Context: an optimization exercise on an open-source flow, tuned for small area, a short achievable clock period and few clock cycles per item. The choices shown serve that exercise and are no tape-out recipe. The RTL was checked by simulation tests, not by an equivalence proof against the original design.

## muldiv_unit
module muldiv_unit #(
    parameter int WIDTH     = 32,
    parameter int DIV_STEPS = 2
) (
    input  logic             clk,
    input  logic             reset,
    input  logic [3:0]       op,
    input  logic [WIDTH-1:0] src_a,
    input  logic [WIDTH-1:0] src_b,
    input  logic [1:0]       rd_sel,
    output logic             busy,
    output logic [WIDTH-1:0] result
);
    localparam int DW   = WIDTH + DIV_STEPS;                    
    localparam int NITR = (WIDTH + DIV_STEPS - 1) / DIV_STEPS;  
    localparam logic [3:0] OP_MULT  = 4'd1;
    localparam logic [3:0] OP_MULTU = 4'd2;
    localparam logic [3:0] OP_DIV   = 4'd3;
    localparam logic [3:0] OP_DIVU  = 4'd4;
    localparam logic [3:0] OP_MADD  = 4'd5;
    localparam logic [3:0] OP_MADDU = 4'd6;
    localparam logic [3:0] OP_MSUB  = 4'd7;
    localparam logic [3:0] OP_MSUBU = 4'd8;
    localparam logic [3:0] OP_MTHI  = 4'd9;
    localparam logic [3:0] OP_MTLO  = 4'd10;
    typedef enum logic [2:0] {IDLE, MUL, ALIGN, DIV, FIX} state_t;
    state_t           state;
    logic [WIDTH-1:0] hi, lo;
    logic [32:0]      x;         
    logic             macc;      
    logic [7:0]       b_one, b_two, b_neg;   
    logic [DW-1:0]    dv;        
    logic [3:0]       cnt;
  ...
For scale: about 170 flip-flops, ~110 I/O pins, about 33000 um2 of cells after synthesis.
clock: 15.0 ns
lec_check: 0
cap_margin: 20
core_margin: 2
core_utilization: 40
slew_margin: 55
synth_hierarchical: 1
standard.sh (not shown) runs the stock make flow with config.mk's settings and CLKGATE_MAP_FILE= SYNTH_SCRIPT=/design/flow/synth_recipe.tcl, a recipe that flattens the netlist after the stock synthesis.
==> flow/flow/run.sh <==
#!/bin/bash
# The standard layout (the standard.sh, unchanged synthesis and steps), except that the
# port buffers that global placement inserts on every input and output use a plain buf_2
# instead of the delay-cell buffer buffer_ports would otherwise pick.
set -euo pipefail
export BUFFER_PORTS_ARGS="-buffer_cell sky130_fd_sc_hd__buf_2"
bash standard.sh > standard.log 2>&1
Testbench counts at the start, summed over its fixed seeds: cycles 9,800, items 3,200.
Change:
ABC_AREA = 1   (was unset)
CAP_MARGIN = 45   (was 20)
Setup slack gets worse by 0.23 ns; hold slack gets worse by 0.048 ns; non-clock buffer count decreases by 37; via count increases by 5.6%; synthesized cell count increases by 11%; final area decreases by 1.1%; cell count increases by 11%.
Change:
CAP_MARGIN = 20   (was 45)
SLEW_MARGIN = 20   (was 55)
Global-route usage drops by 0.11 points.
Synthesized area does not change.
Synthesized cell count is unchanged.
Hold slack improved by 0.012 ns.
Via count stays flat.
Register-to-register slack got worse by 1.3 ns.
Worst setup slack got worse by 0.85 ns.

========
before:
muldiv_unit again, from the RTL that the note above started with.
==> flow/design.v (excerpt) <==
module muldiv_unit #(
    parameter int WIDTH     = 32,
    parameter int DIV_STEPS = 2
) (
    input  logic             clk,
    input  logic             reset,
    input  logic [3:0]       op,
    input  logic [WIDTH-1:0] src_a,
    input  logic [WIDTH-1:0] src_b,
    input  logic [1:0]       rd_sel,
    output logic             busy,
    output logic [WIDTH-1:0] result
);
export LEC_CHECK = 0
export ABC_AREA = 1
export CAP_MARGIN = 20
export CORE_MARGIN = 2
export CORE_UTILIZATION = 40
export SLEW_MARGIN = 62
export SYNTH_HIERARCHICAL = 1
create_clock -name core_clock -period 15.0 [get_ports {clk}]
Scripts as last shown in full above: flow/flow/run.sh
before finished every stage and its layout cleared the timing, design-rule and antenna checks.
Testbench counts of before, summed over its fixed seeds: cycles 9,800, items 3,200.
The inputs of after differ from those of before as listed below.
Settings: SLEW_MARGIN: 62 -> 70.
Notes after the runs:
From after to before, synthesized cell count did not move at all.
First-iteration DRC count: after lower than before
Relative to before, the flip-flop and latch share of the layout cell area of after is lower by 0.27 points.
Compared with before, after shows share of cells above drive strength 1 higher by 1.9 points.
Any difference in wire length between before and after is small enough to ignore.
The design area of after exceeds that of before by 760 um2.

========
muldiv_unit again, from the RTL that the note above started with.
Settings: LEC_CHECK=0, ABC_AREA=1, CAP_MARGIN=20, CORE_MARGIN=2, CORE_UTILIZATION=40, PLACE_DENSITY=0.72, SLEW_MARGIN=55, SYNTH_HIERARCHICAL=1; clock period 15.0 ns.
Scripts as last shown in full above: flow/flow/run.sh
Testbench counts at the start, summed over its fixed seeds: cycles 9,800, items 3,200.
Edit:
--- a/flow/config.mk
+++ b/flow/config.mk
@@ -10,5 +10,4 @@
 export CORE_MARGIN = 2
 export CORE_UTILIZATION = 40
-export PLACE_DENSITY = 0.72
 export SLEW_MARGIN = 55
 export SYNTH_HIERARCHICAL = 1
The new run produced a clean layout.
Cell count is about the same.
Area after synthesis is unchanged.
Final area is about the same.
Worst setup slack gains 0.39 ns.
Clock skew is about the same.
Non-clock buffer count increases by 13.
Global-route usage hardly moves.

static timing again, ports no longer ideal:
Ports are ideal in the flow. The routed layouts listed here were re-timed in OpenROAD.
Step 1 (the two cells are an assumption about what drives the block):
set clk [get_ports {clk}]
set_driving_cell -lib_cell sky130_fd_sc_hd__clkbuf_16 $clk
set_driving_cell -lib_cell sky130_fd_sc_hd__buf_2 [delete_from_list [all_inputs] $clk]
Step 2 adds t to the input delays and takes it off the output delays; t is the mean of the earliest and latest rising clock arrival at the registers after step 1. Input paths then give back, and output paths get back, about the clock's delay inside the block.
a / b / c = no drivers / after step 1 / after step 2; a / b = the first two.
run | t (ns) | slack for setup (ns) | clock arrival spread, ns | slew at the worst register clock pin (ns)
the first run of note 1 | 0.533 | 7.716 / 7.716 / 7.322 | 0.016 / 0.016 | 0.08 / 0.08
the second run of note 1 | 0.576 | 7.484 / 7.463 / 7.077 | 0.022 / 0.022 | 0.10 / 0.10
the third run of note 1 | 0.582 | 6.637 / 6.637 / 6.637 | 0.018 / 0.018 | 0.09 / 0.09
before | 0.579 | 7.523 / 7.501 / 7.216 | 0.022 / 0.022 | 0.09 / 0.09
after | 0.577 | 7.712 / 7.691 / 7.222 | 0.019 / 0.019 | 0.09 / 0.09
the first run of note 3 | 0.587 | 7.165 / 7.165 / 7.165 | 0.021 / 0.020 | 0.09 / 0.09
the second run of note 3 | 0.577 | 7.556 / 7.537 / 7.132 | 0.022 / 0.022 | 0.09 / 0.09
After both steps every run listed still meets setup and hold. The setup slack of after, which loses most, moves by -0.021 ns with the drivers and by -0.490 ns with both steps.
